Source: an optimization exercise on an open RTL-to-GDS flow (aim: small area and few clock cycles). Production flows keep margins and buffers that such runs may drop. In this exercise RTL edits were held to simulation tests only and were not proved equivalent to the original. Power and IR drop assume default switching activity. The flow treats the clock pin as an ideal source, which a real chip does not have.

==> design/flow/flow/run.sh <==
#!/bin/bash
# Standard ORFS layout with small port buffers and a leaner clock tree.
export BUFFER_PORTS_ARGS="-buffer_cell sky130_fd_sc_hd__buf_1"
export CTS_ARGS="-sink_clustering_enable -repair_clock_nets -dont_use_dummy_load -buf_list sky130_fd_sc_hd__clkbuf_16 -sink_clustering_buffer sky130_fd_sc_hd__clkbuf_8 -sink_clustering_size 16 -sink_clustering_max_diameter 45"
bash standard.sh > standard.log 2>&1
==> design/flow/standard.sh <==
#!/bin/bash
# synth_recipe.tcl (not shown) runs the flow's synth.tcl, then flattens the netlist and writes it again
# the make line also repeats each setting of config.mk as NAME=value (left out here)
make -C /OpenROAD-flow-scripts/flow DESIGN_CONFIG=/design/flow/config.mk WORK_HOME=/design/flow/orfs CLKGATE_MAP_FILE= SYNTH_SCRIPT=/design/flow/synth_recipe.tcl "${@:-finish}"
==> design/flow/config.mk <==
export PLATFORM = sky130hd
export DESIGN_NAME = tcore_fmac_tx
export DESIGN_NICKNAME = tcore_fmac_tx
export VERILOG_FILES = /design/flow/design.v
export SDC_FILE = /design/flow/constraint.sdc
export NUM_CORES = 4
export LEC_CHECK = 0
export CAP_MARGIN = 20
export CORE_MARGIN = 2
export CORE_UTILIZATION = 40
export SLEW_MARGIN = 20
==> design/flow/constraint.sdc <==
create_clock -name core_clock -period 6.4 [get_ports {usr_clk}]
set_input_delay 1.2800 -clock core_clock [delete_from_list [all_inputs] [get_ports {usr_clk}]]
set_output_delay 1.2800 -clock core_clock [all_outputs]
set_load 0.01 [all_outputs]
==> design/flow/design.v <==
module tx_ingress (
	input wire usr_clk,
	input wire usr_rst_,
	input wire beat_valid,	 
	input wire [71:0] beat,
	output wire wr_en,	 
	output wire [65:0] wr_ent,
	output reg drop_credit,	 
	output reg [31:0] frame_err_cnt
);
	reg pkt_open;	 
	wire beat_ok;	 
	wire beat_bad;
	wire tail;
	wire [31:0] err_cy;	 
	assign beat_ok = beat[7] ^ pkt_open;
	assign wr_en = beat_valid & beat_ok;
	assign beat_bad = beat_valid & ~beat_ok;
	assign tail = beat[6] & (beat[5:3] != 3'd0);
	tx_cnt_inc #(.W(32)) u_err_inc (.q(frame_err_cnt), .en(beat_bad), .t(err_cy));
	assign wr_ent = {tail ? beat[5:3] : beat[71:69], beat[68:8], beat[6], tail};
	always @(posedge usr_clk)
	begin
		if (!usr_rst_)
		begin
			pkt_open <= 1'b0;
			drop_credit <= 1'b0;
			frame_err_cnt <= 32'd0;
		end
		else
		begin
			drop_credit <= beat_bad;
			if (wr_en)
				pkt_open <= ~beat[6];
			frame_err_cnt <= frame_err_cnt ^ err_cy;	 
		end
	end
endmodule
module tx_cnt_inc #(
	parameter W = 32
) (
	input wire [W-1:0] q,
	input wire en,
	output wire [W-1:0] t
);
	localparam NG = (W + 3) / 4;
	wire [NG:0] gc;	 
	wire [4*NG-1:0] qq;
	wire [4*NG-1:0] tt;
	genvar k;
	assign qq = {{(4*NG-W){1'b0}}, q};
	assign gc[0] = en;
	generate
		for (k = 0; k < NG; k = k + 1)
		begin : grp
			assign gc[k+1] = gc[k] & (&qq[4*k+3:4*k]);
			assign tt[4*k] = gc[k];
			assign tt[4*k+1] = gc[k] & qq[4*k];
			assign tt[4*k+2] = gc[k] & qq[4*k] & qq[4*k+1];
			assign tt[4*k+3] = gc[k] & qq[4*k] & qq[4*k+1] & qq[4*k+2];
		end
	endgenerate
	assign t = tt[W-1:0];
endmodule
module tx_pkt_fifo (
	input wire usr_clk,
	input wire usr_rst_,
	input wire wr_en,	 
	input wire [65:0] wr_ent,
	input wire pop,	 
	output wire [65:0] head,
	output wire next_eop,	 
	output wire pkt_ready	 
);
	localparam DEPTH = 16;
	reg [63:0] dat [0:DEPTH-1];
	reg [1:0] meta [0:DEPTH-1];
	wire [DEPTH:0] acc;	 
	wire [DEPTH-1:0] full;	 
	wire [DEPTH-1:0] eop;
	wire [DEPTH:0] run;	 
	genvar g;
	assign acc[DEPTH] = pop;
	assign run[DEPTH] = 1'b1;
	generate
		for (g = 0; g < DEPTH; g = g + 1)
		begin : st
			assign full[g] = meta[g][1] | ~meta[g][0];
			assign eop[g] = meta[g][1];
			assign acc[g] = ~full[g] | acc[g+1];
			assign run[g] = run[g+1] & full[g];
		end
	endgenerate
	assign head = {dat[DEPTH-1], meta[DEPTH-1]};
	assign next_eop = eop[DEPTH-2];
	assign pkt_ready = (|(eop & run[DEPTH-1:0])) | (wr_en & wr_ent[1] & run[1]);
	integer i;
	always @(posedge usr_clk)
	begin
		if (acc[0])
			dat[0] <= wr_ent[65:2];
		for (i = 1; i < DEPTH; i = i + 1)
			if (acc[i])
				dat[i] <= dat[i-1];
	end
	always @(posedge usr_clk)
	begin
		if (!usr_rst_)
		begin
			for (i = 0; i < DEPTH; i = i + 1)
				meta[i] <= 2'b01;
		end
		else
		begin
			if (acc[0])
				meta[0] <= wr_en ? wr_ent[1:0] : 2'b01;
			for (i = 1; i < DEPTH; i = i + 1)
				if (acc[i])
					meta[i] <= meta[i-1];
		end
	end
endmodule
module xgmii_tx_encap (
	input wire usr_clk,
	input wire usr_rst_,
	input wire pkt_ready,	 
	input wire [65:0] head,	 
	input wire next_eop,	 
	output wire pop,	 
	output reg pop_credit,	 
	output reg [71:0] xgmii,
	output reg [31:0] tx_pkt_cnt,
	output reg [31:0] tx_byte_cnt
);
	localparam [7:0] XGMII_IDLE = 8'h07;
	localparam [7:0] XGMII_START = 8'hFB;
	localparam [7:0] XGMII_TERM = 8'hFD;
	localparam [7:0] XGMII_PREAMBLE = 8'h55;
	localparam [7:0] XGMII_SFD = 8'hD5;
	localparam [1:0] ST_IDLE = 2'd0;
	localparam [1:0] ST_START = 2'd1;
	localparam [1:0] ST_DATA = 2'd2;
	localparam [1:0] ST_TERM = 2'd3;
	reg [1:0] state_q;
	reg [1:0] state_d;
	wire [63:0] hd;
	wire h_eop;
	wire h_tail;
	wire [2:0] h_lb;
	wire [3:0] lo_sum;
	wire [28:0] byte_cy;	 
	wire [31:0] pkt_cy;
	integer i;
	assign hd = head[65:2];
	assign h_eop = head[1];
	assign h_tail = head[0];
	assign h_lb = hd[63:61];
	assign pop = (state_q == ST_DATA);
	assign lo_sum = {1'b0, tx_byte_cnt[2:0]} + {1'b0, h_lb};
	tx_cnt_inc #(.W(29)) u_byte_inc (.q(tx_byte_cnt[31:3]), .en(~h_tail | lo_sum[3]), .t(byte_cy));
	tx_cnt_inc #(.W(32)) u_pkt_inc (.q(tx_pkt_cnt), .en(h_eop), .t(pkt_cy));
	always @(*)
	begin
		case (state_q)
			ST_IDLE: state_d = pkt_ready ? ST_START : ST_IDLE;
			ST_START: state_d = ST_DATA;
			ST_DATA: state_d = h_eop ? (h_tail ? ST_IDLE : ST_TERM) : ST_DATA;
			default: state_d = ST_IDLE;
		endcase
	end
	always @(*)
	begin
		xgmii = {{8{XGMII_IDLE}}, 8'hFF};
		case (state_q)
			ST_START: xgmii = {XGMII_SFD, {6{XGMII_PREAMBLE}}, XGMII_START, 8'h01};
			ST_TERM: xgmii[15:8] = XGMII_TERM;
			ST_DATA:
			begin
				for (i = 0; i < 8; i = i + 1)
				begin
					if (!h_tail || (i < h_lb))
					begin
						xgmii[i*8+8 +: 8] = hd[i*8 +: 8];
						xgmii[i] = 1'b0;
					end
					else if (i == h_lb)
						xgmii[i*8+8 +: 8] = XGMII_TERM;
				end
			end
			default: ;
		endcase
	end
	always @(posedge usr_clk)
	begin
		if (!usr_rst_)
		begin
			state_q <= ST_IDLE;
			pop_credit <= 1'b0;
			tx_pkt_cnt <= 32'd0;
			tx_byte_cnt <= 32'd0;
		end
		else
		begin
			state_q <= state_d;
			case (state_q)
				ST_IDLE: pop_credit <= pkt_ready;
				ST_START: pop_credit <= ~h_eop;
				ST_DATA: pop_credit <= ~h_eop & ~next_eop;
				default: pop_credit <= 1'b0;
			endcase
			if (pop)
			begin
				if (h_tail)
					tx_byte_cnt[2:0] <= lo_sum[2:0];
				tx_byte_cnt[31:3] <= tx_byte_cnt[31:3] ^ byte_cy;
				tx_pkt_cnt <= tx_pkt_cnt ^ pkt_cy;
			end
		end
	end
endmodule
module tcore_fmac_tx (
	input wire usr_clk,
	input wire usr_rst_,
	input wire beat_valid,
	input wire [71:0] beat,
	output wire [1:0] credit_ret,	 
	output wire [71:0] xgmii,
	output wire [31:0] tx_pkt_cnt,
	output wire [31:0] tx_byte_cnt,
	output wire [31:0] frame_err_cnt
);
	wire wr_en;	 
	wire [65:0] wr_ent;	 
	wire drop_credit;	 
	wire pop;	 
	wire [65:0] head;
	wire next_eop;
	wire pkt_ready;
	wire pop_credit;	 
	assign credit_ret = {drop_credit & pop_credit, drop_credit ^ pop_credit};
	tx_ingress u_ingress (
		.usr_clk(usr_clk),
		.usr_rst_(usr_rst_),
		.beat_valid(beat_valid),
		.beat(beat),
		.wr_en(wr_en),
		.wr_ent(wr_ent),
		.drop_credit(drop_credit),
		.frame_err_cnt(frame_err_cnt)
	);
	tx_pkt_fifo u_fifo (
		.usr_clk(usr_clk),
		.usr_rst_(usr_rst_),
		.wr_en(wr_en),
		.wr_ent(wr_ent),
		.pop(pop),
		.head(head),
		.next_eop(next_eop),
		.pkt_ready(pkt_ready)
	);
	xgmii_tx_encap u_encap (
		.usr_clk(usr_clk),
		.usr_rst_(usr_rst_),
		.pkt_ready(pkt_ready),
		.head(head),
		.next_eop(next_eop),
		.pop(pop),
		.pop_credit(pop_credit),
		.xgmii(xgmii),
		.tx_pkt_cnt(tx_pkt_cnt),
		.tx_byte_cnt(tx_byte_cnt)
	);
endmodule
==> key figures, run 1 <==
Status
  – Status: finished clean

Route
  – Wire per inst: roughly 15 um
  – Detailed Route WL: about 50000 um
  – Drt first pass iters: 5
  – DRC: 0
  – Vias post-DR: around 15000
  – Detail Route Antenna Nets: 0
  – Vias/cell: approximately 4.5
  – Starting DRC count in detailed routing: roughly 720

Critical path
  – WP data arrival: 3300 ps
  – CP Launch Type: register
  – WS Path Type: register to output port
  – Worst Path Required: 5120 ps
  – Critical Path Fanout Max: 72
  – CP Capture Type: output port

Logic synthesis
  – Post-synth EDFFs: a little over 1000
  – Most used DFF post-synth: edfxtp_1
  – Yosys warnings: 5
  – Yosys top cell area share: around four fifths
  – Register bit total from synthesis: 1157
  – Sequential-to-total area share from yosys stat: a little under 90%
  – Cells after Synth: between 1500 and 2000
  – Synthesized cell area: about 38000 um^2
  – Mapped Nets: 2009
  – Most frequent cell after synthesis: edfxtp_1
  – Commonest cells post-synth: edfxtp_1, dfxtp_1, nor2_1, nand2_1, ha_1
  – Synth top area cells: edfxtp_1, dfxtp_1, ha_1
  – Mean Syn Cell Area: 20.4 um^2
  – Yosys cell types: 57
  – Top cell type by total area after synthesis: edfxtp_1
  – Asr flop ratio synth: 0%

Pwr
  – IR drop worst, VDD: 0.145 mV
  – Leak Pwr: roughly 15 nW
  – PD cells: about 300 nW/um^2
  – Design Power: ~0.012 W

Clock network
  – Clock latency on the worst-skew pair: about 600 ps
  – H-tree levels: 3
  – Root buf cell: clkbuf_16
  – Clock-pin slew on the worst setup and hold paths: around 80 ps
  – CTS sink cnt: between 1000 and 1500
  – Resize count post-CTS: 0
  – TritonCTS Buffers: around 110
  – CTS tree: built
  – Post-CTS Setup Repair Bufs: 0
  – Clock Path Buffers: 3
  – Hold Buf Count CTS: 0

Final layout
  – Fin area: between 40000 and 50000 um^2
  – Share of layout cells above drive strength 1: 7.27%
  – Nets@finish: approximately 2300
  – Synth-to-layout area growth: 10.7%
  – Diodes inserted: 0

Global route
  – First-pass GRT wire length: 82300 um
  – Global route overflow: 0
  – Vias in the first global route: 15752
  – Initial antenna violation count: 0
  – Tot GR Track Use: a little over a tenth
  – Largest net degree at the start of global routing: between 90 and 100

Die
  – Initial Util: approximately 40%
  – Chip Height: between 300 and 400 um
  – Full die area: about 97000 um^2
  – Row count: approximately 110
  – Horiz. Die Dim: between 300 and 400 um
  – Area of the core: between 90000 and 100000 um^2
  – Ports: 245

STA
  – Setup TNS: 0 ps
  – Final WS setup: 1820 ps
  – Minimum clock period: approximately 4600 ps
  – Max-slew violations: 0
  – Crit share post-route: ~72%
  – Hold Fails Final Rpt: 0
  – Slew HR: just under 30%
  – WHS: ~360 ps
  – Final setup viols: 0
  – Least-Margin Pin Slew: ~1100 ps
  – RSZ-0062 raised after global routing: false
  – Clock Skew: 65.7 ps
  – Fmax: 218 MHz

Job
  – Max cap viols: 0

Place
  – DP HPWL: 33700 um
  – Port-buffer cells: between 200 and 250
  – GP Congestion: just over 0.8
  – Dpl ws: 2380 ps
  – DP Area: slightly above 40000 um^2

Worst hold path
  – Worst min-delay path category: register to register
-- layer usage --
metal	track usage [%]	share of wire [%]	up-vias
met5	0	0	-
met4	5.08	3.7	0
met3	2.56	5.4	135
met2	17.0	48	382
met1	13.2	43	7186
li1	-	-	7652
-- through the flow --
step / utilization [%] / cells
6_report: 44.8 / 3440
2_1_floorplan: - / 1855
5_1_grt: 44.8 / 3440
3_3_place_gp: 43.1 / 3334
3_5_place_dp: 43.1 / 3334
4_1_cts: 44.8 / 3440
-- cell type report --
cell class	count	area [um^2]
clock buffer	106	1560
multi-input combinational	630	4200
tap	1254	1570
fill	7931	51700
sequential	1157	33400
inverter	31	119
timing repair buffer	262	1060
-- kinds of logic (layout without fill, tap and decap cells) --
group                    count (synthesis)  in the layout  synth area share (%)
AND/OR/NAND/NOR                        319            319                  4.01
buffers and inverters                   68            399                 0.767
XOR/XNOR                                26             26                 0.601
AO/OA/AOI/OAI                          161            161                  2.57
multiplexers                            45             45                  1.19
adder cells (fa/ha/maj)                 79             79                  2.63
flip-flops                            1157           1157                  88.2
-- layout by cell type, fill, tap and decap left out, types with 7 or more instances in the layout --
cell / synthesis / routed
nand2_1: 82 / 76
o21a_1: 16 / 16
mux2i_1: 45 / 45
and2_1: 26 / 26
ha_1: 78 / 77
buf_4: 1 / 21
inv_1: 28 / 22
inv_2: 2 / 8
nor2_1: 121 / 121
nand2b_1: 11 / 11
o21ai_0: 59 / 59
xor2_1: 17 / 17
a21oi_1: 39 / 39
clkbuf_16: 0 / 9
clkbuf_8: 0 / 97
dfxtp_1: 133 / 133
a31oi_1: 8 / 8
nand3_1: 13 / 12
nor3_1: 9 / 9
xnor2_1: 9 / 9
buf_1: 5 / 240
edfxtp_1: 1024 / 1024
nand4_1: 26 / 26
a21o_1: 8 / 7
-- power by group --
part,internal [W],switching [W]
logic,0.0000229,0.0000503
registers,0.00855,0.0000914
clock network,0.00160,0.00205
-- critical path: stages (launching register included) --
cell and delay, ps:
dfxtp_1 340, inv_1 180, ha_4 400, buf_4 840, nor2_1 280, a21o_1 250
a31o_2 210, buf_1 150
-- worst paths after layout --
check                     start           endpoint  slack [ps]  depth (start not counted)
max          u_encap.state_q[0]          xgmii[33]        1820                          7
min            u_fifo.dat[4][4]   u_fifo.dat[5][4]         360                          0
max reg2reg  u_encap.state_q[0]  u_fifo.dat[0][19]        2430                          9
min reg2reg    u_fifo.dat[4][4]   u_fifo.dat[5][4]         360                          0
-- registers in the layout (all words and copies together) (netlist names) --
name	cells
u_encap.tx_pkt_cnt	32
u_ingress.drop_credit	1
u_fifo.meta	32
u_ingress.pkt_open	1
u_encap.tx_byte_cnt	32
u_encap.pop_credit	1
u_ingress.frame_err_cnt	32
u_fifo.dat	1024
u_encap.state_q	2
Testbench counts, summed over its fixed seeds: cycles 13,634.
==> run 2: changes to the inputs <==
==> design/flow/flow/run.sh (replaced) <==
#!/bin/bash
# Standard ORFS layout with small port buffers and a leaner clock tree.
export BUFFER_PORTS_ARGS="-buffer_cell sky130_fd_sc_hd__buf_1"
export CTS_ARGS="-sink_clustering_enable -repair_clock_nets -dont_use_dummy_load -buf_list sky130_fd_sc_hd__clkbuf_16 -sink_clustering_size 40 -sink_clustering_max_diameter 60"
bash standard.sh > standard.log 2>&1
--- a/design/flow/config.mk
+++ b/design/flow/config.mk
@@ -8,4 +8,4 @@
 export CAP_MARGIN = 20
 export CORE_MARGIN = 2
-export CORE_UTILIZATION = 40
+export CORE_UTILIZATION = 65
 export SLEW_MARGIN = 20
==> run 2 against run 1 <==
Still clean on timing, DRC and antenna. Critical path type unchanged. Sequential share of layout area increased by 1.7 points. Count of clock-buffer cells in the layout decreased by 54. Non-clock buffer count shrank 2. Register-to-register slack lost 440 ps.
==> key figures, run 2 <==
Critical path
  – Worst Path Required: slightly above 5000 ps
  – Critical Path Fanout Max: 61
  – WS Path Type: register to output port
  – CP Launch Type: register
  – CP Capture Type: output port
  – WP data arrival: around 3200 ps
  – R2R setup slack: 1990 ps

STA
  – Fmax: between 200 and 250 MHz
  – Hold Fails Final Rpt: 0
  – Setup TNS: 0 ps
  – Clock Skew: ~70 ps
  – Final WS setup: roughly 1900 ps
  – Final setup viols: 0
  – Max-slew violations: 0
  – Least-Margin Pin Slew: between 900 and 1000 ps
  – Crit share post-route: 69.7%
  – Minimum clock period: around 4500 ps
  – Slew HR: a little over a third
  – WHS: 364 ps
  – RSZ-0062 raised after global routing: false

Final layout
  – Commonest non-fill, non-tap cell in the layout: edfxtp_1
  – Layout Cells excl Fill: a little under 3000
  – Share of layout cells above drive strength 1: 4.84%
  – Largest Register: u_fifo.dat
  – Max reg flops: roughly 1000
  – Nets@finish: ~2300
  – Synth-to-layout area growth: 8.37%
  – Diodes inserted: 0
  – Most frequent cells in the layout: edfxtp_1, buf_1, dfxtp_1, nor2_1, ha_1

Pwr
  – Fraction of power spent switching nets: 17.0%
  – Clock Power Share: between 20 and 30%
  – Combinational power share: less than 1%
  – PD cells: 294 nW/um^2
  – IR drop worst, VDD: about 0.28 mV
  – Leak Pwr: about 15 nW
  – Design Power: between 0.01 and 0.015 W
  – Cell-internal power: ~0.01 W
  – Flop pwr share: between 70% and 80%
  – Net Switching: roughly 0.0020 W

Global route
  – First-pass GRT wire length: between 70000 and 80000 um
  – Initial antenna violation count: 0
  – Largest net degree at the start of global routing: between 90 and 100
  – Vias in the first global route: about 14000
  – Tot GR Track Use: ~15%
  – Global route overflow: 0

Route
  – Vias post-DR: ~15000
  – Vias/cell: 5.17
  – Starting DRC count in detailed routing: 814
  – Wire per inst: roughly 15 um
  – Drt first pass iters: 5
  – DRC: 0
  – Detailed Route WL: between 40000 and 50000 um
  – Detail Route Antenna Nets: 0

Place
  – GP Congestion: around 0.84
  – Dpl cells: approximately 2800
  – Port-buffer cells: 241
  – DP HPWL: ~29000 um
  – Dpl ws: between 1500 and 2000 ps

Logic synthesis
  – Mean Syn Cell Area: just over 20 um^2
  – Post-synth EDFFs: 1024
  – Commonest cells post-synth: edfxtp_1, dfxtp_1, nor2_1, nand2_1, ha_1
  – Most frequent cell after synthesis: edfxtp_1
  – Register bit total from synthesis: roughly 1200
  – Synthesized cell area: around 38000 um^2
  – Asr flop ratio synth: 0%
  – Synth top area cells: edfxtp_1, dfxtp_1, ha_1
  – Most used DFF post-synth: edfxtp_1
  – Yosys cell types: 57
  – Yosys warnings: 5
  – Mapped Nets: approximately 2000
  – Yosys top cell area share: 81.2%
  – Cells after Synth: roughly 1900
  – Top cell type by total area after synthesis: edfxtp_1
  – Sequential-to-total area share from yosys stat: 88.2%

Clock network
  – CTS tree: built
  – Post-CTS Setup Repair Bufs: 0
  – Hold Buf Count CTS: 0
  – Resize count post-CTS: 0
  – TritonCTS Buffers: 52
  – Root buf cell: clkbuf_16
  – Clock Path Buffers: 3
  – Clock-pin slew on the worst setup and hold paths: 120 ps
  – H-tree levels: 2
  – Clock latency on the worst-skew pair: 630 ps
  – CTS sink cnt: about 1200

Worst hold path
  – Worst min-delay path category: register to register

Die
  – Row count: between 80 and 90
  – Area of the core: about 58000 um^2
  – Chip Height: approximately 250 um
  – Horiz. Die Dim: 245 um
  – Initial Util: about 66%
  – Ports: 245
  – Full die area: roughly 60000 um^2

Job
  – Max cap viols: 0

Status
  – Status: finished clean
-- run 2: cell types whose count changed in the layout (fill, tap and decap cells not counted) --
cell	change
clkbuf_8	-97
buf_4	-2
clkbuf_16	+43
-- run 2: stage by stage --
stage / instance area, um^2 / util (%)
3_5_place_dp: 39700 / 68.9
4_1_cts: 41000 / 71.1
3_3_place_gp: 39700 / 68.9
6_report: 41000 / 71.1
2_1_floorplan: 37900 / -
5_1_grt: 41000 / 71.1
-- run 2: metal layers --
layer  vias to the layer above  global-route usage [%]  part of all wire, %
met2                       324                    23.4                   47
met1                      7004                    21.2                   45
met3                        89                    2.55                  4.7
met5                         -                       0                    0
li1                       7555                       -                    -
met4                         0                    4.83                  2.9
-- run 2: path summary, 6_finish.rpt --
kind	startpoint	cells past startpoint	endpoint
worst max-delay path	u_encap.state_q[0]	7	xgmii[8]
worst min-delay path	u_fifo.dat[8][2]	0	u_fifo.dat[9][2]
worst max register to register	u_encap.state_q[0]	9	u_fifo.dat[0][26]
worst min register to register	u_fifo.dat[8][2]	0	u_fifo.dat[9][2]
-- run 2: power groups by stage --
stage	combinational [W]	clock [W]	sequential, W
6_report	0.0000684	0.00336	0.00864
3_5_place_dp	0.0000687	0	0.00881
2_1_floorplan	0.0000385	0	0.00877
4_1_cts	0.0000691	0.00350	0.00864
5_1_grt	0.0000769	0.00375	0.00868
3_3_place_gp	0.0000659	0	0.00880
-- run 2: cells by family (layout without fill, tap and decap cells) --
logic type,count (synthesis),after routing,synth area share (%)
mux,45,45,1.19
compound gates,161,161,2.57
fa+ha+maj,79,79,2.63
xor+xnor,26,26,0.601
buf+inv,68,343,0.767
flops,1157,1157,88.2
simple gates,319,319,4.01
-- run 2: worst max-delay path, cell delays in order (launching register included) --
cell     delay, ps
dfxtp_1        360
inv_1          190
ha_4           510
buf_4          760
o21ai_0        220
a21oi_1        200
or2_2          120
buf_1          190
-- run 2: area by class of cell --
cell class	instances	area [um^2]
Fill cell	3644	16700
Inverter	31	119
Tap cell	765	957
Sequential cell	1157	33400
Clock buffer	52	1300
Multi-Input combinational cell	630	4200
Timing Repair Buffer	260	1050
==> run 3: changes to the inputs <==
==> design/flow/flow/run.sh (replaced) <==
#!/bin/bash
# Standard ORFS layout with small port buffers and a leaner clock tree.
export BUFFER_PORTS_ARGS="-buffer_cell sky130_fd_sc_hd__buf_1"
export CTS_ARGS="-sink_clustering_enable -repair_clock_nets -dont_use_dummy_load -buf_list sky130_fd_sc_hd__clkbuf_16 -sink_clustering_size 60 -sink_clustering_max_diameter 45"
bash standard.sh > standard.log 2>&1
--- a/design/flow/config.mk
+++ b/design/flow/config.mk
@@ -8,4 +8,4 @@
 export CAP_MARGIN = 20
 export CORE_MARGIN = 2
-export CORE_UTILIZATION = 65
+export CORE_UTILIZATION = 40
 export SLEW_MARGIN = 20
==> run 3 against run 2 <==
Sequential share of layout area decreased by 3.7 points. Count of clock-buffer cells in the layout increased by 54. Wire length increased by 16%. Die area increased by 61%. Global-route usage decreased by 4.2 points. Final area increased by 4.8%. Cell count increased by 19%. Still clean. Fmax decreased by 3.3%. First-iteration DRC count decreased by 1.7%. Clock skew about the same. Sequential power about the same.
==> key figures, run 3 <==
Status
  – Status: finished clean

Critical path
  – Worst Path Required: 5120 ps
  – CP Launch Type: register
  – Critical Path Sink: xgmii[33]
  – Crit path launch: u_encap.state_q[0]
  – Critical Path Fanout Max: slightly above 70
  – Reg-to-Reg End: u_fifo.dat[0][30]
  – Delay-heaviest family, CP: buffers and inverters
  – CP Cell Sequence: inv_1 > ha_4 > buf_4 > nor2_1 > a21o_1 > a31o_2 > buf_1
  – CP Capture Type: output port
  – R2r worst-path depth: 9
  – CP peak stage delay: approximately 850 ps
  – WP data arrival: 3330 ps
  – Worst path bufs/invs: 3
  – Worst r2r src: u_encap.state_q[0]
  – Critical path depth: 7
  – R2R setup slack: between 2000 and 2500 ps
  – WS Path Type: register to output port
  – Slowest-stage cell, CP: buf_4

Clock network
  – H-tree levels: 3
  – Clock latency on the worst-skew pair: around 670 ps
  – CTS tree: built
  – Resize count post-CTS: 0
  – Root buf cell: clkbuf_16
  – TritonCTS Buffers: 106
  – Clock-pin slew on the worst setup and hold paths: around 60 ps
  – CTS sink cnt: 1157
  – Hold Buf Count CTS: 0
  – Post-CTS Setup Repair Bufs: 0
  – Clock Path Buffers: 3

Logic synthesis
  – Asr flop ratio synth: 0%
  – Top cell type by total area after synthesis: edfxtp_1
  – Most frequent cell after synthesis: edfxtp_1
  – Mapped Nets: approximately 2000
  – Sequential-to-total area share from yosys stat: 88.2%
  – Yosys cell types: 57
  – Commonest cells post-synth: edfxtp_1, dfxtp_1, nor2_1, nand2_1, ha_1
  – Synth top area cells: edfxtp_1, dfxtp_1, ha_1
  – Yosys warnings: 5
  – Most used DFF post-synth: edfxtp_1
  – Synthesized cell area: approximately 38000 um^2
  – Yosys top cell area share: between 80% and 90%
  – Post-synth EDFFs: 1024
  – Mean Syn Cell Area: about 20 um^2
  – Register bit total from synthesis: 1157
  – Cells after Synth: around 1900

Final layout
  – Max reg flops: approximately 1000
  – Share of layout cells above drive strength 1: 7.27%
  – Register area: about 33000 um^2
  – Synth-to-layout area growth: 13.6%
  – Area of the multi-input gates: 4200 um^2
  – Final-layout fill cell count: between 7000 and 8000
  – Nets@finish: 2342
  – Finished Core Util: between 40 and 50%
  – Commonest non-fill, non-tap cell in the layout: edfxtp_1
  – Diodes inserted: 0
  – Largest Register: u_fifo.dat
  – Fin area: roughly 43000 um^2
  – Most frequent cells in the layout: edfxtp_1, buf_1, dfxtp_1, nor2_1, clkbuf_16

STA
  – WHS: 345 ps
  – Setup TNS: 0 ps
  – Minimum clock period: ~4600 ps
  – RSZ-0062 raised after global routing: false
  – Least-Margin Pin Slew: roughly 1000 ps
  – Final setup viols: 0
  – Slew HR: approximately 31%
  – Fmax: roughly 220 MHz
  – Max-slew violations: 0
  – Final WS setup: between 1500 and 2000 ps
  – Hold Fails Final Rpt: 0
  – Crit share post-route: ~72%
  – Clock Skew: around 70 ps

Route
  – Wire per inst: 14.7 um
  – Detailed Route WL: 50500 um
  – Vias/cell: between 4 and 5
  – Vias post-DR: approximately 15000
  – DRC: 0
  – Starting DRC count in detailed routing: 800
  – Detail Route Antenna Nets: 0
  – Drt first pass iters: 7

Die
  – Ports: ~250
  – Area of the core: 93600 um^2
  – Row count: 112
  – Horiz. Die Dim: about 310 um
  – Full die area: around 97000 um^2
  – Initial Util: around two fifths
  – Chip Height: 312 um

Place
  – DP HPWL: approximately 34000 um
  – GP Congestion: 0.819
  – DP Area: 40400 um^2
  – Port-buffer cells: about 240
  – Dpl ws: ~2400 ps

Global route
  – Largest net degree at the start of global routing: 91
  – Global route overflow: 0
  – Initial antenna violation count: 0
  – First-pass GRT wire length: roughly 83000 um
  – Tot GR Track Use: around a tenth
  – Vias in the first global route: roughly 16000

Pwr
  – IR drop worst, VDD: approximately 0.22 mV
  – PD cells: 322 nW/um^2
  – Leak Pwr: about 16 nW

Job
  – Max cap viols: 0

Worst hold path
  – Worst min-delay path category: register to register
## run 3: cell counts after synthesis
No cell type changed its count.
## run 3: metrics by stage
step | total power [W] | instances
2_1_floorplan | 0.00881 | 1855
3_3_place_gp | 0.00887 | 3334
3_5_place_dp | 0.00889 | 3334
4_1_cts | 0.0141 | 3440
5_1_grt | 0.0144 | 3440
6_report | 0.0139 | 3440
## run 3: logic make-up (layout without fill, tap and decap cells)
kind of cell / Yosys count / after routing / synth area share, %
flops: 1157 / 1157 / 88.2
xor+xnor: 26 / 26 / 0.601
compound gates: 161 / 161 / 2.57
simple gates: 319 / 319 / 4.01
fa+ha+maj: 79 / 79 / 2.63
buf+inv: 68 / 399 / 0.767
mux: 45 / 45 / 1.19
## run 3: layout make-up
class | count | share of cell area, %
multi-input combinational | 630 | 9.76
timing repair buffer | 262 | 2.47
inverter | 31 | 0.276
sequential | 1157 | 77.7
tap | 1254 | 3.65
clock buffer | 106 | 6.17
## run 3: report_power, final
group	total (W)	switching (W)	internal [W]
clock	0.00514	0.00226	0.00288
combinational	0.0000734	0.0000505	0.0000229
sequential	0.00865	0.0000915	0.00856
## run 3: layer usage
metal  global-route usage, %  part of all wire [%]
met1                    13.3                    43
met2                    17.1                    48
met3                    2.58                   5.8
met4                    5.08                   3.7
met5                       0                     0
## run 3: worst min path at each step
stage,from,endpoint,slack [ps],cells after the start
after floorplan,u_fifo.dat[9][0],u_fifo.dat[10][0],400,0
after global placement,u_fifo.dat[14][55],u_fifo.dat[15][55],400,0
after detailed placement,u_fifo.dat[9][20],u_fifo.dat[10][20],400,0
after CTS,u_fifo.dat[9][38],u_fifo.dat[10][38],350,0
after global routing,u_fifo.dat[9][39],u_fifo.dat[10][39],360,0
final,u_fifo.dat[9][38],u_fifo.dat[10][38],340,0
==> run 4: changes to the inputs <==
==> design/flow/flow/run.sh (replaced) <==
#!/bin/bash
# Standard ORFS layout with small port buffers and a leaner clock tree.
export BUFFER_PORTS_ARGS="-buffer_cell sky130_fd_sc_hd__buf_1"
export CTS_ARGS="-sink_clustering_enable -repair_clock_nets -dont_use_dummy_load -buf_list sky130_fd_sc_hd__clkbuf_16 -sink_clustering_buffer sky130_fd_sc_hd__clkbuf_8 -sink_clustering_size 24 -sink_clustering_max_diameter 55"
bash standard.sh > standard.log 2>&1
==> run 4 against run 3 <==
Setup slack better by 54 ps. Core utilization is 1.4 points lower. Global-route usage is 0.094 points lower. Area after synthesis stayed put. Die area stayed put. Synthesized cell count stayed put. Power is 13% lower. Critical endpoint unchanged. Highest routed layer unchanged.
==> key figures, run 4 <==
Status
  – Status: finished clean

Pwr
  – Net Switching: approximately 0.0022 W
  – Fraction of power spent switching nets: 17.8%
  – Combinational power share: less than 1%
  – Clock Power Share: between 20 and 30%
  – Flop pwr share: between 70% and 80%
  – IR drop worst, VDD: roughly 0.16 mV
  – Cell-internal power: 0.00993 W
  – Leak Pwr: around 15 nW
  – PD cells: between 200 and 300 nW/um^2

Final layout
  – Diodes inserted: 0
  – Most frequent cells in the layout: edfxtp_1, buf_1, dfxtp_1, nor2_1, clkbuf_8
  – Synth-to-layout area growth: 10.1%
  – Share of layout cells above drive strength 1: under 10%
  – Max reg flops: 1024
  – Largest Register: u_fifo.dat
  – Commonest non-fill, non-tap cell in the layout: edfxtp_1
  – Nets@finish: ~2300
  – Fin area: around 42000 um^2

STA
  – RSZ-0062 raised after global routing: false
  – WHS: ~360 ps
  – Hold Fails Final Rpt: 0
  – Final setup viols: 0
  – Max-slew violations: 0
  – Minimum clock period: approximately 4600 ps
  – Fmax: 219 MHz
  – Setup TNS: 0 ps
  – Crit share post-route: just over 70%
  – Clock Skew: approximately 90 ps
  – Least-Margin Pin Slew: between 1000 and 1500 ps
  – Slew HR: between 20% and 30%

Route
  – Vias post-DR: approximately 15000
  – DRC: 0
  – Drt first pass iters: 5
  – Starting DRC count in detailed routing: just over 800
  – Wire per inst: 14.7 um
  – Detail Route Antenna Nets: 0
  – Detailed Route WL: about 50000 um
  – Vias/cell: between 4 and 5

Logic synthesis
  – Register bit total from synthesis: between 1000 and 1500
  – Most frequent cell after synthesis: edfxtp_1
  – Synthesized cell area: 37900 um^2
  – Top cell type by total area after synthesis: edfxtp_1
  – Yosys top cell area share: 81.2%
  – Yosys warnings: 5
  – Yosys cell types: 57
  – Asr flop ratio synth: 0%
  – Post-synth EDFFs: 1024
  – Mapped Nets: 2009
  – Sequential-to-total area share from yosys stat: between 80% and 90%
  – Commonest cells post-synth: edfxtp_1, dfxtp_1, nor2_1, nand2_1, ha_1
  – Synth top area cells: edfxtp_1, dfxtp_1, ha_1
  – Cells after Synth: 1855
  – Most used DFF post-synth: edfxtp_1
  – Mean Syn Cell Area: 20.4 um^2

Worst hold path
  – Min-delay src: u_fifo.dat[4][35]
  – Worst min-delay path category: register to register

Die
  – Area of the core: 93600 um^2
  – Row count: about 110
  – Chip Height: 312 um
  – Ports: about 250
  – Full die area: about 97000 um^2
  – Initial Util: 40.5%
  – Horiz. Die Dim: a little over 300 um

Clock network
  – Clock Path Buffers: 3
  – TritonCTS Buffers: between 80 and 90
  – CTS tree: built
  – H-tree levels: 3
  – Clock latency on the worst-skew pair: about 640 ps
  – Root buf cell: clkbuf_16
  – Resize count post-CTS: 0
  – Clock-pin slew on the worst setup and hold paths: 110 ps
  – CTS sink cnt: ~1200
  – Hold Buf Count CTS: 0
  – Post-CTS Setup Repair Bufs: 0

Critical path
  – Crit path launch: u_encap.state_q[0]
  – WP data arrival: approximately 3300 ps
  – CP Capture Type: output port
  – WS Path Type: register to output port
  – Critical Path Fanout Max: between 70 and 80
  – CP Launch Type: register
  – Worst Path Required: 5120 ps
  – Worst r2r src: u_encap.state_q[0]

Place
  – Port-buffer cells: ~240
  – DP Area: 40400 um^2
  – DP HPWL: between 30000 and 40000 um
  – GP Congestion: slightly above 0.8

Global route
  – Initial antenna violation count: 0
  – First-pass GRT wire length: between 80000 and 90000 um
  – Vias in the first global route: between 15000 and 20000
  – Global route overflow: 0
  – Tot GR Track Use: 10.4%
  – Largest net degree at the start of global routing: 91

Job
  – Max cap viols: 0
==> run 4: area by class of cell <==
type	instances	area (um^2)
timing repair buffer	262	1060
inverter	31	119
tap	1254	1570
sequential	1157	33400
clock buffer	88	1310
fill	7959	51900
multi-input combinational	630	4200
==> run 4: per-stage QoR <==
step	power [W]	utilization, %	std cells	worst slack [ps]
floorplan	0.00881	-	1855	1900
global route	0.0126	44.5	3422	1610
global placement	0.00887	43.1	3334	2500
CTS	0.0123	44.5	3422	1760
finish	0.0121	44.5	3422	1840
detailed placement	0.00889	43.1	3334	2380
==> run 4: critical path, cell delays in order, from the launching register on <==
cell and delay, ps:
dfxtp_1 350, inv_1 190, ha_4 400, buf_4 830, nor2_1 280, a21o_1 250, a31o_2 210, buf_1 150
==> run 4: per-layer routing <==
layer  GRT usage, %  up-vias  wire length, um
met5              0        -                0
met4           4.96        0             1820
met3           2.32      118             2700
met2           17.1      370            24100
met1           13.2     7135            21600
li1               -     7623                -
==> run 4: worst paths after layout <==
path,endpoint,slack [ps],cells after the start
worst max register to register,u_fifo.dat[0][32],2450,9
worst min-delay path,u_fifo.dat[5][35],360,0
worst max-delay path,xgmii[33],1840,7
worst min register to register,u_fifo.dat[5][35],360,0
==> run 4: kinds of logic after synthesis <==
group	Yosys count	synth area share, %
and+or+nand+nor	319	4.01
xor gates and xnor gates	26	0.601
DFF	1157	88.2
buffers and inverters	68	0.767
adders and majority gates	79	2.63
muxes	45	1.19
AOI/OAI and AO/OA	161	2.57
==> run 4: power by group through the flow <==
stage | combinational, W | sequential [W] | clock, W
2_1_floorplan | 0.0000385 | 0.00877 | 0
3_3_place_gp | 0.0000713 | 0.00880 | 0
3_5_place_dp | 0.0000749 | 0.00882 | 0
4_1_cts | 0.0000751 | 0.00864 | 0.00358
5_1_grt | 0.0000828 | 0.00868 | 0.00386
6_report | 0.0000733 | 0.00864 | 0.00337
==> run 5: changes to the inputs <==
==> design/flow/flow/run.sh (replaced) <==
#!/bin/bash
# Standard ORFS layout with small port buffers and a leaner clock tree.
export BUFFER_PORTS_ARGS="-buffer_cell sky130_fd_sc_hd__buf_1"
export CTS_ARGS="-sink_clustering_enable -repair_clock_nets -dont_use_dummy_load -buf_list sky130_fd_sc_hd__clkbuf_16 -sink_clustering_size 40 -sink_clustering_max_diameter 80"
bash standard.sh > standard.log 2>&1
==> run 5 against run 4 <==
Sequential share of layout area grew 0.46 points. Sequential power is essentially flat. Cell count shrank 1.3%. Critical path depth is the same. Final area shrank 0.57%. Fmax shrank 0.58%. Flip-flop and latch count is the same. Area after synthesis is the same. Clock skew shrank 7.4 ps. Setup slack lost 27 ps. Die area is the same. Critical path type unchanged. Largest cell class unchanged. Highest routed layer unchanged.
==> key figures, run 5 <==
STA
  – Fmax: ~220 MHz
  – Least-Margin Pin Slew: roughly 1000 ps
  – Final setup viols: 0
  – Hold Fails Final Rpt: 0
  – RSZ-0062 raised after global routing: false
  – Crit share post-route: ~72%
  – Slew HR: a little under a third
  – Minimum clock period: 4590 ps
  – Max-slew violations: 0
  – Clock Skew: 83.1 ps
  – Setup TNS: 0 ps
  – WHS: between 300 and 400 ps

Logic synthesis
  – Synthesized cell area: 37900 um^2
  – Adder-cell share of the synthesized area: 2.63%
  – Mapped Nets: roughly 2000
  – Yosys top cell area share: between 80% and 90%
  – Post-synthesis mux area share: 1.19%
  – Simple-gate share of the synthesized area: under 10%
  – Yosys cell types: 57
  – Commonest cells post-synth: edfxtp_1, dfxtp_1, nor2_1, nand2_1, ha_1
  – Cells after Synth: roughly 1900
  – Largest family of logic cells by synthesized area: simple AND/OR/NAND/NOR gates
  – Register bit total from synthesis: between 1000 and 1500
  – Synth top area cells: edfxtp_1, dfxtp_1, ha_1
  – Post-Synth XOR/XNOR Area: less than 1%
  – Post-synth EDFFs: ~1000
  – Top cell type by total area after synthesis: edfxtp_1
  – Most used DFF post-synth: edfxtp_1
  – Yosys warnings: 5
  – Sequential-to-total area share from yosys stat: 88.2%
  – Most frequent cell after synthesis: edfxtp_1
  – Asr flop ratio synth: 0%
  – Post-synthesis compound-gate area fraction: under 10%
  – Mean Syn Cell Area: 20.4 um^2

Route
  – Met2 WL post-DR: roughly 24000 um
  – Top layer in use: met4
  – Detailed Route WL: 49500 um
  – DRT met1 WL: 21800 um
  – Starting DRC count in detailed routing: roughly 890
  – DRC: 0
  – Detail Route Antenna Nets: 0
  – Wire length on met3: about 2400 um
  – Drt first pass iters: 5
  – Vias/cell: between 4 and 5
  – Vias post-DR: between 15000 and 20000
  – Wire per inst: between 10 and 15 um

Clock network
  – Resize count post-CTS: 0
  – CTS tree: built
  – Clock-pin slew on the worst setup and hold paths: 130 ps
  – H-tree levels: 2
  – Post-CTS Setup Repair Bufs: 0
  – TritonCTS Buffers: between 40 and 50
  – CTS sink cnt: ~1200
  – Hold Buf Count CTS: 0
  – Clock Path Buffers: 3
  – Clock latency on the worst-skew pair: between 600 and 700 ps
  – Root buf cell: clkbuf_16

Critical path
  – WP data arrival: approximately 3300 ps
  – Worst path bufs/invs: 3
  – Slowest-stage cell, CP: buf_4
  – Worst Path Required: about 5000 ps
  – CP Capture Type: output port
  – WS Path Type: register to output port
  – CP Cell Sequence: inv_1 > ha_4 > buf_4 > nor2_1 > a21o_1 > a31o_2 > buf_1
  – CP Launch Type: register
  – CP peak stage delay: 830 ps
  – Critical Path Fanout Max: 72
  – Delay-heaviest family, CP: buffers and inverters

Die
  – Full die area: approximately 97000 um^2
  – Chip Height: ~310 um
  – Row count: between 100 and 150
  – Area of the core: between 90000 and 100000 um^2
  – Horiz. Die Dim: slightly above 300 um
  – Ports: 245
  – Initial Util: around two fifths

Final layout
  – Max reg flops: 1024
  – Finished Core Util: ~44%
  – Largest Register: u_fifo.dat
  – Diodes inserted: 0
  – Most frequent cells in the layout: edfxtp_1, buf_1, dfxtp_1, nor2_1, ha_1
  – Nets@finish: about 2300
  – Synth-to-layout area growth: 9.43%
  – Commonest non-fill, non-tap cell in the layout: edfxtp_1
  – Share of layout cells above drive strength 1: ~4.5%

Job
  – Max cap viols: 0

Global route
  – Tot GR Track Use: roughly a tenth
  – Largest net degree at the start of global routing: 91
  – Initial antenna violation count: 0
  – Vias in the first global route: roughly 15000
  – Global route overflow: 0
  – First-pass GRT wire length: around 81000 um

Pwr
  – PD cells: roughly 290 nW/um^2
  – Leak Pwr: 14.8 nW
  – IR drop worst, VDD: 0.201 mV

Place
  – DP HPWL: ~34000 um
  – GP Congestion: just over 0.8
  – Port-buffer cells: about 240

Status
  – Status: finished clean

Worst hold path
  – Worst min-delay path category: register to register
==> run 5: cell counts after synthesis <==
Identical to the previous run, type by type.
==> run 5: power by group <==
| group | internal [W] | switching, W |
|---|---|---|
| sequential | 0.00854 | 0.0000915 |
| combinational | 0.0000229 | 0.0000506 |
| clock | 0.00122 | 0.00192 |
| total | 0.00978 | 0.00206 |
==> run 5: final timing paths <==
check / from / end / slack, ps / depth (start not counted)
worst min register to register: u_fifo.dat[4][4] / u_fifo.dat[5][4] / 360 / 0
worst min-delay path: u_fifo.dat[4][4] / u_fifo.dat[5][4] / 360 / 0
worst max register to register: u_encap.state_q[0] / u_fifo.dat[0][26] / 2490 / 9
worst max-delay path: u_encap.state_q[0] / xgmii[33] / 1810 / 7
==> run 5: layout make-up <==
class                      instances  area (um^2)
timing repair buffer             262         1060
clock buffer                      43         1080
tap                             1254         1570
inverter                          31          119
sequential                      1157        33400
fill                            7983        52200
multi-input combinational        630         4200
==> run 5: per-layer routing <==
layer  GRT usage [%]  vias up
met5               0        -
met4            3.49        0
met3            1.98       87
met2            17.0      311
met1            13.4     7132
li1                -     7528
==> run 5: cell families after synthesis <==
kind of cell	Yosys count
DFF	1157
and+or+nand+nor	319
AOI/OAI and AO/OA	161
adders and majority gates	79
buffers and inverters	68
muxes	45
xor gates and xnor gates	26
==> run 5: metrics by stage <==
stage / cell area (um^2) / instances / worst slack, ps / power [W]
2_1_floorplan: 37900 / 1855 / 1900 / 0.00881
3_3_place_gp: 40400 / 3334 / 2500 / 0.00887
3_5_place_dp: 40400 / 3334 / 2380 / 0.00889
4_1_cts: 41400 / 3377 / 1750 / 0.0120
5_1_grt: 41400 / 3377 / 1580 / 0.0123
6_report: 41400 / 3377 / 1810 / 0.0118
==> run 6: changes to the inputs <==
==> design/flow/flow/run.sh (replaced) <==
#!/bin/bash
# Standard ORFS layout with small port buffers and a leaner clock tree.
export BUFFER_PORTS_ARGS="-buffer_cell sky130_fd_sc_hd__buf_1"
export CTS_ARGS="-sink_clustering_enable -repair_clock_nets -dont_use_dummy_load -buf_list sky130_fd_sc_hd__clkbuf_16 -sink_clustering_size 36 -sink_clustering_max_diameter 70"
bash standard.sh > standard.log 2>&1
--- a/design/flow/config.mk
+++ b/design/flow/config.mk
@@ -9,3 +9,4 @@
 export CORE_MARGIN = 2
 export CORE_UTILIZATION = 40
+export PLACE_DENSITY = 0.7
 export SLEW_MARGIN = 20
==> run 6 against run 5 <==
Largest cell class unchanged. Non-clock buffer count is 1 lower. Largest power group unchanged. Area after synthesis stayed put. Via count is 3.2% higher. Setup slack better by 5.0 ps. Count of clock-buffer cells in the layout is 4 higher. Final area is 0.26% higher. Clock skew is 4.0 ps higher.
==> key figures, run 6 <==
Global route
  – Global route overflow: 0
  – Tot GR Track Use: between 10% and 20%
  – GR peak layer: met2
  – Vias in the first global route: around 16000
  – Largest net degree at the start of global routing: 73
  – Initial antenna violation count: 0
  – First-pass GRT wire length: 85500 um
  – Routing usage on met2: roughly a fifth
  – Grt met1 use: roughly 14%
  – Met3 Usage GRT: under 10%

Final layout
  – Most frequent cells in the layout: edfxtp_1, buf_1, dfxtp_1, nor2_1, ha_1
  – Final-layout fill cell count: 7977
  – Synth-to-layout area growth: 9.72%
  – Largest Register: u_fifo.dat
  – Diodes inserted: 0
  – Share of layout cells above drive strength 1: under 10%
  – Layout Cells excl Fill: roughly 3400
  – Commonest non-fill, non-tap cell in the layout: edfxtp_1
  – Max reg flops: between 1000 and 1500
  – Nets@finish: about 2300

Place
  – GP Congestion: between 0.8 and 0.9
  – DP HPWL: approximately 36000 um
  – Port-buffer cells: ~240
  – Dpl cells: 3333

Logic synthesis
  – Yosys top cell area share: around 81%
  – Most used DFF post-synth: edfxtp_1
  – Synthesized cell area: about 38000 um^2
  – Yosys warnings: 5
  – Mean Syn Cell Area: slightly above 20 um^2
  – Synth top area cells: edfxtp_1, dfxtp_1, ha_1
  – Commonest cells post-synth: edfxtp_1, dfxtp_1, nor2_1, nand2_1, ha_1
  – Cells after Synth: 1855
  – Mapped Nets: about 2000
  – Most frequent cell after synthesis: edfxtp_1
  – Sequential-to-total area share from yosys stat: approximately nine tenths
  – Top cell type by total area after synthesis: edfxtp_1
  – Yosys cell types: 57
  – Asr flop ratio synth: 0%
  – Register bit total from synthesis: between 1000 and 1500
  – Post-synth EDFFs: about 1000

Die
  – Ports: between 200 and 250
  – Chip Height: 312 um
  – Area of the core: roughly 94000 um^2
  – Full die area: around 97000 um^2
  – Horiz. Die Dim: between 300 and 400 um
  – Initial Util: 40.5%
  – Row count: 112

Job
  – Max cap viols: 0

Critical path
  – CP peak stage delay: roughly 900 ps
  – CP Capture Type: output port
  – Worst path bufs/invs: 1
  – WP data arrival: approximately 3300 ps
  – Critical Path Fanout Max: 21
  – Slowest-stage cell, CP: dfxtp_1
  – Worst Path Required: ~5000 ps
  – WS Path Type: register to output port
  – Delay-heaviest family, CP: simple AND/OR/NAND/NOR gates
  – CP Cell Sequence: or3b_2 > nor2_1 > o21ai_0 > a21oi_1 > or2_2 > buf_1
  – CP Launch Type: register

STA
  – Clock Skew: 87.1 ps
  – Final setup viols: 0
  – Fmax: about 220 MHz
  – Least-Margin Pin Slew: 1100 ps
  – Crit share post-route: a little under three quarters
  – Slew HR: between 20% and 30%
  – Hold Fails Final Rpt: 0
  – Minimum clock period: 4580 ps
  – RSZ-0062 raised after global routing: false
  – Max-slew violations: 0
  – Setup TNS: 0 ps

Clock network
  – Clock latency on the worst-skew pair: approximately 640 ps
  – Resize count post-CTS: 0
  – Root buf cell: clkbuf_16
  – H-tree levels: 2
  – Clock-pin slew on the worst setup and hold paths: around 110 ps
  – Post-CTS Setup Repair Bufs: 0
  – CTS sink cnt: ~1200
  – CTS tree: built
  – Hold Buf Count CTS: 0
  – Clock Path Buffers: 3
  – TritonCTS Buffers: 47

Route
  – Vias post-DR: 15536
  – Starting DRC count in detailed routing: ~1100
  – Detailed Route WL: between 50000 and 60000 um
  – Wire per inst: approximately 16 um
  – DRC: 0
  – Detail Route Antenna Nets: 0
  – Vias/cell: between 4 and 5
  – Drt first pass iters: 5

Status
  – Status: finished clean

Worst hold path
  – Worst min-delay path category: register to register

Pwr
  – Design Power: around 0.012 W
  – PD cells: 289 nW/um^2
  – Leak Pwr: 14.9 nW
  – IR drop worst, VDD: 0.222 mV
run 6: cell count changes in the layout (fill, tap and decap cells not counted):
cell       change
a21oi_1        -1
a21oi_2        +1
buf_12         +1
buf_4          -2
clkbuf_16      +4
run 6: cell type report:
type | instances | area, um^2 | share of cell area, %
Sequential cell | 1157 | 33400 | 80.4
Multi-Input combinational cell | 630 | 4200 | 10.1
Clock buffer | 47 | 1180 | 2.83
Timing Repair Buffer | 261 | 1070 | 2.57
Inverter | 31 | 119 | 0.286
Tap cell | 1254 | 1570 | 3.78
run 6: power by group:
group | internal (W) | switching [W]
combinational | 0.0000234 | 0.0000520
clock | 0.00132 | 0.00197
sequential | 0.00854 | 0.0000972
run 6: per-stage QoR:
stage,cell area (um^2),util [%],setup slack (ps),hold slack [ps]
2_1_floorplan,37900,-,1900,400
3_3_place_gp,40400,43.1,2530,403
3_5_place_dp,40400,43.1,2310,405
4_1_cts,41500,44.4,1600,382
5_1_grt,41500,44.4,1570,387
6_report,41500,44.4,1820,383
run 6: worst paths after layout:
kind | from | endpoint | slack [ps] | cells past startpoint
max | u_fifo.meta[15][0] | xgmii[8] | 1820 | 6
min | u_fifo.dat[13][9] | u_fifo.dat[14][9] | 380 | 0
max reg2reg | u_fifo.meta[15][0] | u_fifo.dat[11][10] | 2600 | 7
min reg2reg | u_fifo.dat[13][9] | u_fifo.dat[14][9] | 380 | 0
run 6: logic make-up after synthesis:
kind of cell	share of synthesized area, %
xor+xnor	0.601
simple gates	4.01
compound gates	2.57
mux	1.19
fa+ha+maj	2.63
buf+inv	0.767
flops	88.2
run 6: layer usage:
metal | up-vias | part of all wire [%]
li1 | 7534 | -
met1 | 7522 | 42
met2 | 366 | 50
met3 | 114 | 4.2
met5 | - | 0
met4 | 0 | 3.5
==> run 7: changes to the inputs <==
--- a/design/flow/config.mk
+++ b/design/flow/config.mk
@@ -9,4 +9,3 @@
 export CORE_MARGIN = 2
 export CORE_UTILIZATION = 40
-export PLACE_DENSITY = 0.7
 export SLEW_MARGIN = 20
==> run 7 against run 6 <==
Still clean on timing, DRC and antenna. Power increased by 0.66%. Critical endpoint is now xgmii[65]. Via count decreased by 2.7%. Wire length decreased by 6.6%. Non-clock buffer count increased by 1. Count of clock-buffer cells in the layout increased by 3. Register-to-register slack got worse by 210 ps. Sequential share of layout area decreased by 0.13 points.
==> key figures, run 7 <==
Critical path
  – CP Launch Type: register
  – CP peak stage delay: approximately 840 ps
  – CP Cell Sequence: inv_1 > ha_4 > buf_4 > nor2_1 > a21o_1 > a21o_1 > buf_1
  – Worst path bufs/invs: 3
  – CP Capture Type: output port
  – R2r worst-path depth: 9
  – WP data arrival: 3370 ps
  – WS Path Type: register to output port
  – Cell mode on critical path: a21o_1
  – Worst Path Required: 5120 ps
  – Critical path depth: 7
  – Worst r2r src: u_encap.state_q[0]
  – Crit path launch: u_encap.state_q[0]
  – Delay-heaviest family, CP: buffers and inverters
  – Critical Path Fanout Max: about 70
  – Slowest-stage cell, CP: buf_4

Route
  – Detailed Route WL: 49900 um
  – Vias post-DR: 15111
  – Detail Route Antenna Nets: 0
  – Wire per inst: 14.7 um
  – DRC: 0
  – Starting DRC count in detailed routing: slightly below 900
  – Vias/cell: between 4 and 5
  – Drt first pass iters: 4

STA
  – Final WS setup: about 1800 ps
  – Max-slew violations: 0
  – Slew HR: between 20% and 30%
  – Setup TNS: 0 ps
  – Crit share post-route: about 73%
  – Hold Fails Final Rpt: 0
  – Minimum clock period: about 4600 ps
  – Clock Skew: between 100 and 150 ps
  – Final setup viols: 0
  – Fmax: 215 MHz
  – RSZ-0062 raised after global routing: false
  – Least-Margin Pin Slew: ~1100 ps

Logic synthesis
  – Mapped Nets: roughly 2000
  – Post-synth EDFFs: 1024
  – Cells after Synth: 1855
  – Yosys top cell area share: 81.2%
  – Top cell type by total area after synthesis: edfxtp_1
  – Most used DFF post-synth: edfxtp_1
  – Yosys warnings: 5
  – Most frequent cell after synthesis: edfxtp_1
  – Mean Syn Cell Area: approximately 20 um^2
  – Sequential-to-total area share from yosys stat: 88.2%
  – Register bit total from synthesis: around 1200
  – Yosys cell types: 57
  – Commonest cells post-synth: edfxtp_1, dfxtp_1, nor2_1, nand2_1, ha_1
  – Synth top area cells: edfxtp_1, dfxtp_1, ha_1
  – Asr flop ratio synth: 0%
  – Synthesized cell area: between 30000 and 40000 um^2

Pwr
  – Clock Power Share: between 20% and 30%
  – Fraction of power spent switching nets: 17.5%
  – Combinational power share: less than 1%
  – PD cells: roughly 290 nW/um^2
  – Leak Pwr: ~15 nW
  – Net Switching: 0.00212 W
  – Flop pwr share: a little under three quarters
  – Cell-internal power: 0.00996 W
  – IR drop worst, VDD: just over 0.2 mV

Job
  – Max cap viols: 0

Die
  – Area of the core: 93600 um^2
  – Chip Height: a little over 300 um
  – Initial Util: between 40 and 50%
  – Full die area: just under 100000 um^2
  – Ports: about 250
  – Row count: between 100 and 150
  – Horiz. Die Dim: about 310 um

Clock network
  – Clock Path Buffers: 3
  – CTS sink cnt: about 1200
  – Root buf cell: clkbuf_16
  – Post-CTS Setup Repair Bufs: 0
  – TritonCTS Buffers: 50
  – Clock-pin slew on the worst setup and hold paths: 120 ps
  – Resize count post-CTS: 0
  – H-tree levels: 2
  – Clock latency on the worst-skew pair: around 650 ps
  – CTS tree: built
  – Hold Buf Count CTS: 0

Global route
  – Global route overflow: 0
  – First-pass GRT wire length: 81100 um
  – Vias in the first global route: between 15000 and 20000
  – Largest net degree at the start of global routing: 91
  – Tot GR Track Use: 10.2%
  – Initial antenna violation count: 0

Final layout
  – Synth-to-layout area growth: 9.89%
  – Largest Register: u_fifo.dat
  – Nets@finish: 2286
  – Share of layout cells above drive strength 1: 4.84%
  – Max reg flops: 1024
  – Diodes inserted: 0
  – Commonest non-fill, non-tap cell in the layout: edfxtp_1
  – Most frequent cells in the layout: edfxtp_1, buf_1, dfxtp_1, nor2_1, ha_1

Place
  – GP Congestion: 0.819
  – DP HPWL: 33700 um
  – Port-buffer cells: between 200 and 250
  – Dpl ws: 2380 ps

Worst hold path
  – Worst min-delay path category: register to register
  – Worst hold stages: 0
  – Min-delay src: u_fifo.dat[5][5]

Status
  – Status: finished clean
run 7: per-stage QoR:
step,area [um^2],util (%),hold slack [ps],power [W],cells
2_1_floorplan,37900,-,400,0.00881,1855
3_3_place_gp,40400,43.1,404,0.00887,3334
3_5_place_dp,40400,43.1,405,0.00889,3334
4_1_cts,41600,44.5,377,0.0123,3384
5_1_grt,41600,44.5,374,0.0126,3384
6_report,41600,44.5,378,0.0121,3384
run 7: cell type report:
cell class,instances,area [um^2]
timing repair buffer,262,1060
inverter,31,119
clock buffer,50,1250
fill,7974,52000
sequential,1157,33400
multi-input combinational,630,4200
tap,1254,1570
run 7: kinds of logic after synthesis:
logic type                 after synthesis  share of synthesized area [%]
DFF                                   1157                           88.2
and+or+nand+nor                        319                           4.01
AOI/OAI and AO/OA                      161                           2.57
adders and majority gates               79                           2.63
buffers and inverters                   68                          0.767
muxes                                   45                           1.19
xor gates and xnor gates                26                          0.601
run 7: layer usage:
metal / global-route usage [%] / vias to the layer above / wire (um)
li1: - / 7543 / -
met1: 13.3 / 7180 / 21900
met2: 17.1 / 297 / 24000
met3: 2.00 / 91 / 2350
met4: 3.75 / 0 / 1570
met5: 0 / - / 0
run 7: worst paths after layout:
path                            end  slack (ps)
setup / recovery          xgmii[65]        1750
hold / removal     u_fifo.dat[6][5]         380
setup reg to reg  u_fifo.dat[0][28]        2390
hold reg to reg    u_fifo.dat[6][5]         380
run 7: power by group through the flow:
stage | Sequential [W] | Combinational (W) | Clock [W]
4_1_cts | 0.00864 | 0.0000751 | 0.00355
5_1_grt | 0.00868 | 0.0000828 | 0.00381
3_5_place_dp | 0.00882 | 0.0000749 | 0
3_3_place_gp | 0.00880 | 0.0000713 | 0
6_report | 0.00863 | 0.0000733 | 0.00337
2_1_floorplan | 0.00877 | 0.0000385 | 0

-- static timing again, ports no longer ideal --
The results above use ideal ports. As a check the final layouts listed here were re-extracted and re-timed, cells and wires unchanged. Step 1 assumes that a clkbuf_16 drives the clock port and a buf_2 every other input. Step 2, shift: input delay + t, output delay - t, t = (earliest + latest rising clock arrival at the registers) / 2. This alone moves slack from input paths to output paths. Three values: ideal, step 1, step 2; two values: the first two.
run | t (ns) | setup WS [ns] | hold slack, ns | clock arrival spread, ns
run 1 | 0.648 | 1.821 / 1.759 / 2.407 | 0.358 / 0.358 / 0.358 | 0.082 / 0.082
run 2 | 0.656 | 1.937 / 1.878 / 1.985 | 0.364 / 0.364 / 0.364 | 0.072 / 0.071
run 3 | 0.690 | 1.785 / 1.724 / 2.414 | 0.345 / 0.345 / 0.345 | 0.096 / 0.096
run 4 | 0.645 | 1.839 / 1.777 / 2.422 | 0.356 / 0.356 / 0.356 | 0.113 / 0.113
run 5 | 0.646 | 1.812 / 1.747 / 2.393 | 0.356 / 0.356 / 0.356 | 0.089 / 0.090
run 6 | 0.654 | 1.817 / 1.759 / 2.413 | 0.383 / 0.383 / 0.383 | 0.094 / 0.093
run 7 | 0.653 | 1.753 / 1.691 / 2.345 | 0.378 / 0.378 / 0.378 | 0.127 / 0.127
After both steps setup and hold are still met in every run listed.
